Source: an optimization exercise on an open RTL-to-GDS flow (aim: small area and a short achievable clock period). Production flows keep margins and buffers that such runs may drop.
RTL that was checked went through simulation tests only; none was proved equivalent to the original.

==> build 30: inputs <==
==> flow/design.v <==
module fifo_generator_1 (
    input  logic        clk,
    input  logic        srst,
    input  logic [7:0]  din,
    input  logic        wr_en,
    input  logic        rd_en,
    output logic [15:0] dout,
    output logic        full,
    output logic        empty,
    output logic [9:0]  rd_data_count,
    output logic [8:0]  wr_data_count
);
    localparam int WORDS = 128;
    logic [15:0] mem_r [WORDS];
    logic [7:0]  wr_ptr_r;    
    logic [7:0]  rlo_r;       
    logic [15:0] rhi_r;       
    logic [8:0]  cnt_r;       
    logic        empty_r;
    logic [15:0] dout_r;
    logic        full_s;
    logic        wr_acc_s;
    logic        rd_acc_s;
    assign full_s   = cnt_r[8];
    assign wr_acc_s = wr_en & ~full_s;
    assign rd_acc_s = rd_en & ~empty_r;
    for (genvar i = 0; i < WORDS; i++) begin : g_mem
        always_ff @(posedge clk) begin
            if (!full_s && wr_ptr_r[7:1] == 7'(i) && !wr_ptr_r[0])
                mem_r[i][15:8] <= din;
            if (!full_s && wr_ptr_r[7:1] == 7'(i) && wr_ptr_r[0])
                mem_r[i][7:0] <= din;
        end
    end
    logic [15:0] rd_word_s;
    always_comb begin
        rd_word_s = '0;
        for (int j = 0; j < 16; j++) begin
            logic [15:0] grp;
            grp = '0;
            for (int i = 0; i < 8; i++)
                grp = grp | (mem_r[8*j+i] & {16{rlo_r[i]}});
            rd_word_s = rd_word_s | (grp & {16{rhi_r[j]}});
        end
    end
    logic [8:0] cnt_nxt_s;
    logic       empty_nxt_s;
    always_comb begin
        case ({wr_acc_s, rd_acc_s})
            2'b10: begin
                cnt_nxt_s   = cnt_r + 9'd1;
                empty_nxt_s = (cnt_r == 9'd0);
            end
            2'b01: begin
                cnt_nxt_s   = cnt_r - 9'd2;
                empty_nxt_s = (cnt_r[8:2] == 7'd0);
            end
            2'b11: begin
                cnt_nxt_s   = cnt_r - 9'd1;
                empty_nxt_s = (cnt_r == 9'd2);
            end
            default: begin
                cnt_nxt_s   = cnt_r;
                empty_nxt_s = empty_r;
            end
        endcase
    end
    always_ff @(posedge clk or negedge srst) begin
        if (!srst) begin
            wr_ptr_r <= 8'd0;
            rlo_r    <= 8'd1;
            rhi_r    <= 16'd1;
            cnt_r    <= 9'd0;
            empty_r  <= 1'b1;
            dout_r   <= 16'h0000;
        end else begin
            if (wr_acc_s) wr_ptr_r <= wr_ptr_r + 8'd1;
            if (rd_acc_s) begin
                rlo_r  <= {rlo_r[6:0], rlo_r[7]};
                if (rlo_r[7]) rhi_r <= {rhi_r[14:0], rhi_r[15]};
                dout_r <= rd_word_s;
            end
            cnt_r   <= cnt_nxt_s;
            empty_r <= empty_nxt_s;
        end
    end
    assign dout          = dout_r;
    assign full          = cnt_r[8];
    assign empty         = empty_r;
    assign wr_data_count = cnt_r;
    assign rd_data_count = {2'b00, cnt_r[8:1]};
endmodule
==> flow/run.sh <==
#!/bin/bash
# synth_recipe.tcl (not shown) runs the flow's synth.tcl, then flattens the netlist and writes it again
# the make line also repeats each setting of config.mk as NAME=value (left out here)
make -C /OpenROAD-flow-scripts/flow DESIGN_CONFIG=/design/flow/config.mk WORK_HOME=/design/flow/orfs CLKGATE_MAP_FILE= SYNTH_SCRIPT=/design/flow/synth_recipe.tcl finish
==> flow/config.mk <==
export PLATFORM = sky130hd
export DESIGN_NAME = fifo_generator_1
export DESIGN_NICKNAME = fifo_generator_1
export VERILOG_FILES = /design/flow/design.v
export SDC_FILE = /design/flow/constraint.sdc
export NUM_CORES = 4
export LEC_CHECK = 0
export CAP_MARGIN = 20
export CORE_MARGIN = 2
export CORE_UTILIZATION = 55
export SETUP_SLACK_MARGIN = 2.5
export SLEW_MARGIN = 20
==> flow/constraint.sdc <==
create_clock -name core_clock -period 5.0 [get_ports {clk}]
set_input_delay 1.0000 -clock core_clock [delete_from_list [all_inputs] [get_ports {clk}]]
set_output_delay 1.0000 -clock core_clock [all_outputs]
set_load 0.01 [all_outputs]
==> trial 87 (differences from build 30) <==
==> flow/design.v, changed modules only <==
module fifo_generator_1 (
    input  logic        clk,
    input  logic        srst,
    input  logic [7:0]  din,
    input  logic        wr_en,
    input  logic        rd_en,
    output logic [15:0] dout,
    output logic        full,
    output logic        empty,
    output logic [9:0]  rd_data_count,
    output logic [8:0]  wr_data_count
);
    localparam int WORDS = 128;
    logic [15:0] mem_r [WORDS];
    logic [7:0]  wr_ptr_r;    
    logic [6:0]  rd_ptr_r;    
    logic [8:0]  cnt_r;       
    logic        empty_r;
    logic [15:0] dout_r;
    logic        full_s;
    logic        wr_acc_s;
    logic        rd_acc_s;
    assign full_s   = cnt_r[8];
    assign wr_acc_s = wr_en & ~full_s;
    assign rd_acc_s = rd_en & ~empty_r;
    for (genvar i = 0; i < WORDS; i++) begin : g_mem
        always_ff @(posedge clk) begin
            if (!full_s && wr_ptr_r[7:1] == 7'(i) && !wr_ptr_r[0])
                mem_r[i][15:8] <= din;
            if (!full_s && wr_ptr_r[7:1] == 7'(i) && wr_ptr_r[0])
                mem_r[i][7:0] <= din;
        end
    end
    logic [15:0] rd_word_s;
    assign rd_word_s = mem_r[rd_ptr_r];
    logic [8:0] cnt_nxt_s;
    logic       empty_nxt_s;
    always_comb begin
        case ({wr_acc_s, rd_acc_s})
            2'b10: begin
                cnt_nxt_s   = cnt_r + 9'd1;
                empty_nxt_s = (cnt_r == 9'd0);
            end
            2'b01: begin
                cnt_nxt_s   = cnt_r - 9'd2;
                empty_nxt_s = (cnt_r[8:2] == 7'd0) || (cnt_r == 9'd2) || (cnt_r == 9'd3);
            end
            2'b11: begin
                cnt_nxt_s   = cnt_r - 9'd1;
                empty_nxt_s = (cnt_r == 9'd2);
            end
            default: begin
                cnt_nxt_s   = cnt_r;
                empty_nxt_s = empty_r;
            end
        endcase
    end
    always_ff @(posedge clk or negedge srst) begin
        if (!srst) begin
            wr_ptr_r <= 8'd0;
            rd_ptr_r <= 7'd0;
            cnt_r    <= 9'd0;
            empty_r  <= 1'b1;
            dout_r   <= 16'h0000;
        end else begin
            if (wr_acc_s) wr_ptr_r <= wr_ptr_r + 8'd1;
            if (rd_acc_s) begin
                rd_ptr_r <= rd_ptr_r + 7'd1;
                dout_r   <= rd_word_s;
            end
            cnt_r   <= cnt_nxt_s;
            empty_r <= empty_nxt_s;
        end
    end
    assign dout          = dout_r;
    assign full          = cnt_r[8];
    assign empty         = empty_r;
    assign wr_data_count = cnt_r;
    assign rd_data_count = {2'b00, cnt_r[8:1]};
endmodule
--- a/flow/config.mk
+++ b/flow/config.mk
@@ -7,6 +7,5 @@
 export LEC_CHECK = 0
 export CAP_MARGIN = 20
 export CORE_MARGIN = 2
-export CORE_UTILIZATION = 55
-export SETUP_SLACK_MARGIN = 2.5
+export CORE_UTILIZATION = 40
 export SLEW_MARGIN = 20
==> notes <==
Between trial 87 and build 30, the lower cell count is in build 30 (gap about 24%, measured against build 30). In build 30 the wire length is smaller than in trial 87, by about 50%. Between trial 87 and build 30, the lower register-to-register slack is in trial 87 (gap 1900 ps). Of trial 87 and build 30, build 30 has the higher core utilization (gap 16 points). Of trial 87 and build 30, trial 87 has the higher hold slack (gap 120 ps). Against trial 87, the flip-flop and latch count of build 30 is higher by 17. Between trial 87 and build 30, the lower worst setup slack is in trial 87 (gap 1900 ps).
Only the layout flow was run in build 30; the RTL was not checked for function there.

========
==> inputs of exp/onyx <==
Another version of the RTL of fifo_generator_1 (not shown whole).
==> module fifo_generator_1, before the edit <==
module fifo_generator_1 (
    input  logic        clk,
    input  logic        srst,
    input  logic [7:0]  din,
    input  logic        wr_en,
    input  logic        rd_en,
    output logic [15:0] dout,
    output logic        full,
    output logic        empty,
    output logic [9:0]  rd_data_count,
    output logic [8:0]  wr_data_count
);
    localparam int WORDS = 128;
    logic [15:0] mem_r [WORDS];
    logic [15:0] wlo_n_r;     
    logic [15:0] whi_n_r;     
    logic [7:0]  rlo_r;       
    logic [15:0] rhi_r;       
    logic [8:0]  cnt_r;       
    logic        empty_r;
    logic [15:0] dout_r;
    logic        full_s;
    logic        wr_acc_s;
    logic        rd_acc_s;
    assign full_s   = cnt_r[8];
    assign wr_acc_s = wr_en & ~full_s;
    assign rd_acc_s = rd_en & ~empty_r;
    for (genvar i = 0; i < WORDS; i++) begin : g_mem
        always_ff @(posedge clk) begin
            if (!(full_s | whi_n_r[i/8] | wlo_n_r[2*(i%8)]))
                mem_r[i][15:8] <= din;
            if (!(full_s | whi_n_r[i/8] | wlo_n_r[2*(i%8)+1]))
                mem_r[i][7:0] <= din;
        end
    end
    logic [15:0] rd_word_s;
    always_comb begin
        rd_word_s = '0;
        for (int j = 0; j < 16; j++) begin
            logic [15:0] grp;
            grp = '0;
            for (int i = 0; i < 8; i++)
                grp = grp | (mem_r[8*j+i] & {16{rlo_r[i]}});
            rd_word_s = rd_word_s | (grp & {16{rhi_r[j]}});
        end
    end
    logic [8:0] cnt_nxt_s;
    logic       empty_nxt_s;
    always_comb begin
        case ({wr_acc_s, rd_acc_s})
            2'b10: begin
                cnt_nxt_s   = cnt_r + 9'd1;
                empty_nxt_s = (cnt_r == 9'd0);
            end
            2'b01: begin
                cnt_nxt_s   = cnt_r - 9'd2;
                empty_nxt_s = (cnt_r[8:2] == 7'd0);
            end
            2'b11: begin
                cnt_nxt_s   = cnt_r - 9'd1;
                empty_nxt_s = (cnt_r == 9'd2);
            end
            default: begin
                cnt_nxt_s   = cnt_r;
                empty_nxt_s = empty_r;
            end
        endcase
    end
    always_ff @(posedge clk or negedge srst) begin
        if (!srst) begin
            wlo_n_r  <= ~16'd1;
            whi_n_r  <= ~16'd1;
            rlo_r    <= 8'd1;
            rhi_r    <= 16'd1;
            cnt_r    <= 9'd0;
            empty_r  <= 1'b1;
            dout_r   <= 16'h0000;
        end else begin
            if (wr_acc_s) begin
                wlo_n_r <= {wlo_n_r[14:0], wlo_n_r[15]};
                if (!wlo_n_r[15]) whi_n_r <= {whi_n_r[14:0], whi_n_r[15]};
            end
            if (rd_acc_s) begin
                rlo_r  <= {rlo_r[6:0], rlo_r[7]};
                if (rlo_r[7]) rhi_r <= {rhi_r[14:0], rhi_r[15]};
                dout_r <= rd_word_s;
            end
            cnt_r   <= cnt_nxt_s;
            empty_r <= empty_nxt_s;
        end
    end
    assign dout          = dout_r;
    assign full          = cnt_r[8];
    assign empty         = empty_r;
    assign wr_data_count = cnt_r;
    assign rd_data_count = {2'b00, cnt_r[8:1]};
endmodule
Settings: LEC_CHECK=0, CAP_MARGIN=20, CORE_MARGIN=2, CORE_UTILIZATION=65, CTS_CLUSTER_DIAMETER=50, CTS_CLUSTER_SIZE=40, SETUP_SLACK_MARGIN=2.5, SLEW_MARGIN=20; clock period 5.0 ns.
run.sh (not shown) runs the stock make flow with config.mk's settings and CLKGATE_MAP_FILE= SYNTH_SCRIPT=/design/flow/synth_recipe.tcl, a recipe that flattens the netlist after the stock synthesis.
==> inputs of exp/pepper, as changes to exp/onyx <==
==> flow/design.v, changed modules only <==
module fifo_generator_1 (
    input  logic        clk,
    input  logic        srst,
    input  logic [7:0]  din,
    input  logic        wr_en,
    input  logic        rd_en,
    output logic [15:0] dout,
    output logic        full,
    output logic        empty,
    output logic [9:0]  rd_data_count,
    output logic [8:0]  wr_data_count
);
    localparam int WORDS = 128;
    logic [15:0] mem_r [WORDS];
    logic [15:0] wlo_n_r;     
    logic [15:0] whe_n_r;     
    logic [7:0]  rlo_r [4];   
    logic [15:0] rhi_r;       
    logic [8:0]  cnt_r;       
    logic        empty_r;
    logic [15:0] dout_r;
    logic [8:0]  cnt_o_r;     
    logic        empty_o_r;   
    logic        full_s;
    logic        wr_acc_s;
    logic        rd_acc_s;
    assign full_s   = cnt_r[8];
    assign wr_acc_s = wr_en & ~full_s;
    assign rd_acc_s = rd_en & ~empty_r;
    for (genvar i = 0; i < WORDS; i++) begin : g_mem
        always_ff @(posedge clk) begin
            if (!(whe_n_r[i/8] | wlo_n_r[2*(i%8)]))
                mem_r[i][15:8] <= din;
            if (!(whe_n_r[i/8] | wlo_n_r[2*(i%8)+1]))
                mem_r[i][7:0] <= din;
        end
    end
    logic [15:0] rd_word_s;
    always_comb begin
        rd_word_s = '0;
        for (int j = 0; j < 16; j++) begin
            logic [15:0] grp;
            grp = '0;
            for (int i = 0; i < 8; i++)
                grp = grp | (mem_r[8*j+i] & {16{rlo_r[j/4][i]}});
            rd_word_s = rd_word_s | (grp & {16{rhi_r[j]}});
        end
    end
    logic       up_s, dn_s;
    logic [8:0] cnt_nxt_s;
    logic       empty_nxt_s;
    assign up_s = wr_acc_s & ~rd_acc_s & cnt_r[0];
    assign dn_s = rd_acc_s & ~(wr_acc_s & cnt_r[0]);
    always_comb begin
        cnt_nxt_s[0] = cnt_r[0] ^ wr_acc_s;
        if (up_s)      cnt_nxt_s[8:1] = cnt_r[8:1] + 8'd1;
        else if (dn_s) cnt_nxt_s[8:1] = cnt_r[8:1] - 8'd1;
        else           cnt_nxt_s[8:1] = cnt_r[8:1];
        empty_nxt_s = dn_s ? (cnt_r[8:1] == 8'd1) : (~up_s & empty_r);
    end
    logic       up_o_s, dn_o_s;
    logic [8:0] cnt_o_nxt_s;
    logic       empty_o_nxt_s;
    assign up_o_s = wr_acc_s & ~rd_acc_s & cnt_o_r[0];
    assign dn_o_s = rd_acc_s & ~(wr_acc_s & cnt_o_r[0]);
    always_comb begin
        cnt_o_nxt_s[0] = cnt_o_r[0] ^ wr_acc_s;
        if (up_o_s)      cnt_o_nxt_s[8:1] = cnt_o_r[8:1] + 8'd1;
        else if (dn_o_s) cnt_o_nxt_s[8:1] = cnt_o_r[8:1] - 8'd1;
        else             cnt_o_nxt_s[8:1] = cnt_o_r[8:1];
        empty_o_nxt_s = dn_o_s ? (cnt_o_r[8:1] == 8'd1) : (~up_o_s & empty_o_r);
    end
    logic [15:0] wlo_n_nxt_s;
    logic [15:0] whe_n_nxt_s;
    always_comb begin
        wlo_n_nxt_s = wlo_n_r;
        if (wr_acc_s) wlo_n_nxt_s = {wlo_n_r[14:0], wlo_n_r[15]};
        if ((up_s && cnt_r[8:1] == 8'd127) || (full_s && !rd_acc_s))
            whe_n_nxt_s = '1;
        else if (full_s)
            whe_n_nxt_s = ~rhi_r;
        else if (wr_acc_s && !wlo_n_r[15])
            whe_n_nxt_s = {whe_n_r[14:0], whe_n_r[15]};
        else
            whe_n_nxt_s = whe_n_r;
    end
    always_ff @(posedge clk or negedge srst) begin
        if (!srst) begin
            wlo_n_r   <= ~16'd1;
            whe_n_r   <= ~16'd1;
            for (int q = 0; q < 4; q++) rlo_r[q] <= 8'd1;
            rhi_r     <= 16'd1;
            cnt_r     <= 9'd0;
            empty_r   <= 1'b1;
            dout_r    <= 16'h0000;
            cnt_o_r   <= 9'd0;
            empty_o_r <= 1'b1;
        end else begin
            wlo_n_r <= wlo_n_nxt_s;
            whe_n_r <= whe_n_nxt_s;
            if (rd_acc_s) begin
                for (int q = 0; q < 4; q++) rlo_r[q] <= {rlo_r[q][6:0], rlo_r[q][7]};
                if (rlo_r[0][7]) rhi_r <= {rhi_r[14:0], rhi_r[15]};
                dout_r <= rd_word_s;
            end
            cnt_r     <= cnt_nxt_s;
            empty_r   <= empty_nxt_s;
            cnt_o_r   <= cnt_o_nxt_s;
            empty_o_r <= empty_o_nxt_s;
        end
    end
    assign dout          = dout_r;
    assign full          = cnt_o_r[8];
    assign empty         = empty_o_r;
    assign wr_data_count = cnt_o_r;
    assign rd_data_count = {2'b00, cnt_o_r[8:1]};
endmodule
--- a/flow/config.mk
+++ b/flow/config.mk
@@ -10,5 +10,7 @@
 export CORE_UTILIZATION = 65
-export CTS_CLUSTER_DIAMETER = 50
-export CTS_CLUSTER_SIZE = 40
+export CTS_BUF_LIST = sky130_fd_sc_hd__clkbuf_8 sky130_fd_sc_hd__clkbuf_16
+export CTS_CLUSTER_DIAMETER = 60
+export CTS_CLUSTER_SIZE = 30
+export PLACE_DENSITY = 0.72
 export SETUP_SLACK_MARGIN = 2.5
-export SLEW_MARGIN = 20
+export SLEW_MARGIN = 65
==> inputs of exp/tundra, as changes to exp/onyx <==
==> flow/design.v, changed modules only <==
module fifo_generator_1 (
    input  logic        clk,
    input  logic        srst,
    input  logic [7:0]  din,
    input  logic        wr_en,
    input  logic        rd_en,
    output logic [15:0] dout,
    output logic        full,
    output logic        empty,
    output logic [9:0]  rd_data_count,
    output logic [8:0]  wr_data_count
);
    localparam int WORDS = 128;
    logic [15:0] mem_r [WORDS];
    logic [15:0] wlo_n_r;     
    logic [15:0] whe_n_r;     
    logic [7:0]  rlo_r;       
    logic [15:0] rhi_r;       
    logic [8:0]  cnt_r;       
    logic        empty_r;
    logic [15:0] dout_r;
    logic [8:0]  cnt_o_r;     
    logic        empty_o_r;   
    logic        full_s;
    logic        wr_acc_s;
    logic        rd_acc_s;
    assign full_s   = cnt_r[8];
    assign wr_acc_s = wr_en & ~full_s;
    assign rd_acc_s = rd_en & ~empty_r;
    for (genvar i = 0; i < WORDS; i++) begin : g_mem
        always_ff @(posedge clk) begin
            if (!(whe_n_r[i/8] | wlo_n_r[2*(i%8)]))
                mem_r[i][15:8] <= din;
            if (!(whe_n_r[i/8] | wlo_n_r[2*(i%8)+1]))
                mem_r[i][7:0] <= din;
        end
    end
    logic [15:0] rd_word_s;
    always_comb begin
        rd_word_s = '0;
        for (int j = 0; j < 16; j++) begin
            logic [15:0] grp;
            grp = '0;
            for (int i = 0; i < 8; i++)
                grp = grp | (mem_r[8*j+i] & {16{rlo_r[i]}});
            rd_word_s = rd_word_s | (grp & {16{rhi_r[j]}});
        end
    end
    logic       up_s, dn_s;
    logic [8:0] cnt_nxt_s;
    logic       empty_nxt_s;
    assign up_s = wr_acc_s & ~rd_acc_s & cnt_r[0];
    assign dn_s = rd_acc_s & ~(wr_acc_s & cnt_r[0]);
    always_comb begin
        cnt_nxt_s[0] = cnt_r[0] ^ wr_acc_s;
        if (up_s)      cnt_nxt_s[8:1] = cnt_r[8:1] + 8'd1;
        else if (dn_s) cnt_nxt_s[8:1] = cnt_r[8:1] - 8'd1;
        else           cnt_nxt_s[8:1] = cnt_r[8:1];
        empty_nxt_s = dn_s ? (cnt_r[8:1] == 8'd1) : (~up_s & empty_r);
    end
    logic       up_o_s, dn_o_s;
    logic [8:0] cnt_o_nxt_s;
    logic       empty_o_nxt_s;
    assign up_o_s = wr_acc_s & ~rd_acc_s & cnt_o_r[0];
    assign dn_o_s = rd_acc_s & ~(wr_acc_s & cnt_o_r[0]);
    always_comb begin
        cnt_o_nxt_s[0] = cnt_o_r[0] ^ wr_acc_s;
        if (up_o_s)      cnt_o_nxt_s[8:1] = cnt_o_r[8:1] + 8'd1;
        else if (dn_o_s) cnt_o_nxt_s[8:1] = cnt_o_r[8:1] - 8'd1;
        else             cnt_o_nxt_s[8:1] = cnt_o_r[8:1];
        empty_o_nxt_s = dn_o_s ? (cnt_o_r[8:1] == 8'd1) : (~up_o_s & empty_o_r);
    end
    logic [15:0] wlo_n_nxt_s;
    logic [15:0] whe_n_nxt_s;
    always_comb begin
        wlo_n_nxt_s = wlo_n_r;
        if (wr_acc_s) wlo_n_nxt_s = {wlo_n_r[14:0], wlo_n_r[15]};
        if ((up_s && cnt_r[8:1] == 8'd127) || (full_s && !rd_acc_s))
            whe_n_nxt_s = '1;
        else if (full_s)
            whe_n_nxt_s = ~rhi_r;
        else if (wr_acc_s && !wlo_n_r[15])
            whe_n_nxt_s = {whe_n_r[14:0], whe_n_r[15]};
        else
            whe_n_nxt_s = whe_n_r;
    end
    always_ff @(posedge clk or negedge srst) begin
        if (!srst) begin
            wlo_n_r   <= ~16'd1;
            whe_n_r   <= ~16'd1;
            rlo_r     <= 8'd1;
            rhi_r     <= 16'd1;
            cnt_r     <= 9'd0;
            empty_r   <= 1'b1;
            dout_r    <= 16'h0000;
            cnt_o_r   <= 9'd0;
            empty_o_r <= 1'b1;
        end else begin
            wlo_n_r <= wlo_n_nxt_s;
            whe_n_r <= whe_n_nxt_s;
            if (rd_acc_s) begin
                rlo_r  <= {rlo_r[6:0], rlo_r[7]};
                if (rlo_r[7]) rhi_r <= {rhi_r[14:0], rhi_r[15]};
                dout_r <= rd_word_s;
            end
            cnt_r     <= cnt_nxt_s;
            empty_r   <= empty_nxt_s;
            cnt_o_r   <= cnt_o_nxt_s;
            empty_o_r <= empty_o_nxt_s;
        end
    end
    assign dout          = dout_r;
    assign full          = cnt_o_r[8];
    assign empty         = empty_o_r;
    assign wr_data_count = cnt_o_r;
    assign rd_data_count = {2'b00, cnt_o_r[8:1]};
endmodule
--- a/flow/config.mk
+++ b/flow/config.mk
@@ -9,5 +9,6 @@
 export CORE_MARGIN = 2
-export CORE_UTILIZATION = 65
-export CTS_CLUSTER_DIAMETER = 50
-export CTS_CLUSTER_SIZE = 40
+export CORE_UTILIZATION = 55
+export CTS_BUF_LIST = sky130_fd_sc_hd__clkbuf_8 sky130_fd_sc_hd__clkbuf_16
+export CTS_CLUSTER_DIAMETER = 60
+export CTS_CLUSTER_SIZE = 30
 export SETUP_SLACK_MARGIN = 2.5
==> results.txt <==
The lowest global-route usage belongs to exp/tundra, the highest to exp/onyx.
Sequential cell count, highest first: exp/pepper, exp/tundra, exp/onyx.
The highest routed wire length belongs to exp/onyx, the lowest to exp/pepper.
The highest core utilization belongs to exp/pepper, the lowest to exp/tundra.
Only the layout flow was run in exp/onyx; the RTL was not checked for function there.

==> static timing again, ports no longer ideal <==
In the flow no input, the clock included, has a driving cell. The finished layouts below were timed again as built, in two steps. Step 1 (the two cells are an assumption about what drives the block):
set clk [get_ports {clk}]
set_driving_cell -lib_cell sky130_fd_sc_hd__clkbuf_16 $clk
set_driving_cell -lib_cell sky130_fd_sc_hd__buf_2 [delete_from_list [all_inputs] $clk]
Step 2 times the ports against the registers' clock, not the clock port: input delays grow and output delays shrink by t, the midpoint of the rising clock arrivals with the driver on. a / b / c = no drivers / after step 1 / after step 2; a / b = the first two.
| run | t (ns) | setup WS [ns] | slew at the worst register clock pin (ns) | worst data-port slew with drivers (ns) |
|---|---|---|---|---|
| build 30 | 0.894 | 2.037 / 2.037 / 1.913 | 0.07 / 0.07 | 0.04 |
| trial 87 | 0.977 | 0.159 / 0.159 / 0.159 | 0.08 / 0.08 | 0.05 |
| exp/onyx | 0.863 | 2.466 / 2.454 / 1.694 | 0.10 / 0.10 | 0.04 |
| exp/pepper | 0.846 | 2.409 / 2.409 / 1.877 | 0.11 / 0.11 | 0.08 |
| exp/tundra | 0.880 | 2.439 / 2.394 / 1.887 | 0.10 / 0.10 | 0.05 |
After both steps every run listed still meets setup and hold. The setup slack of exp/onyx, which loses most, moves by -0.012 ns with the drivers and by -0.772 ns with both steps.
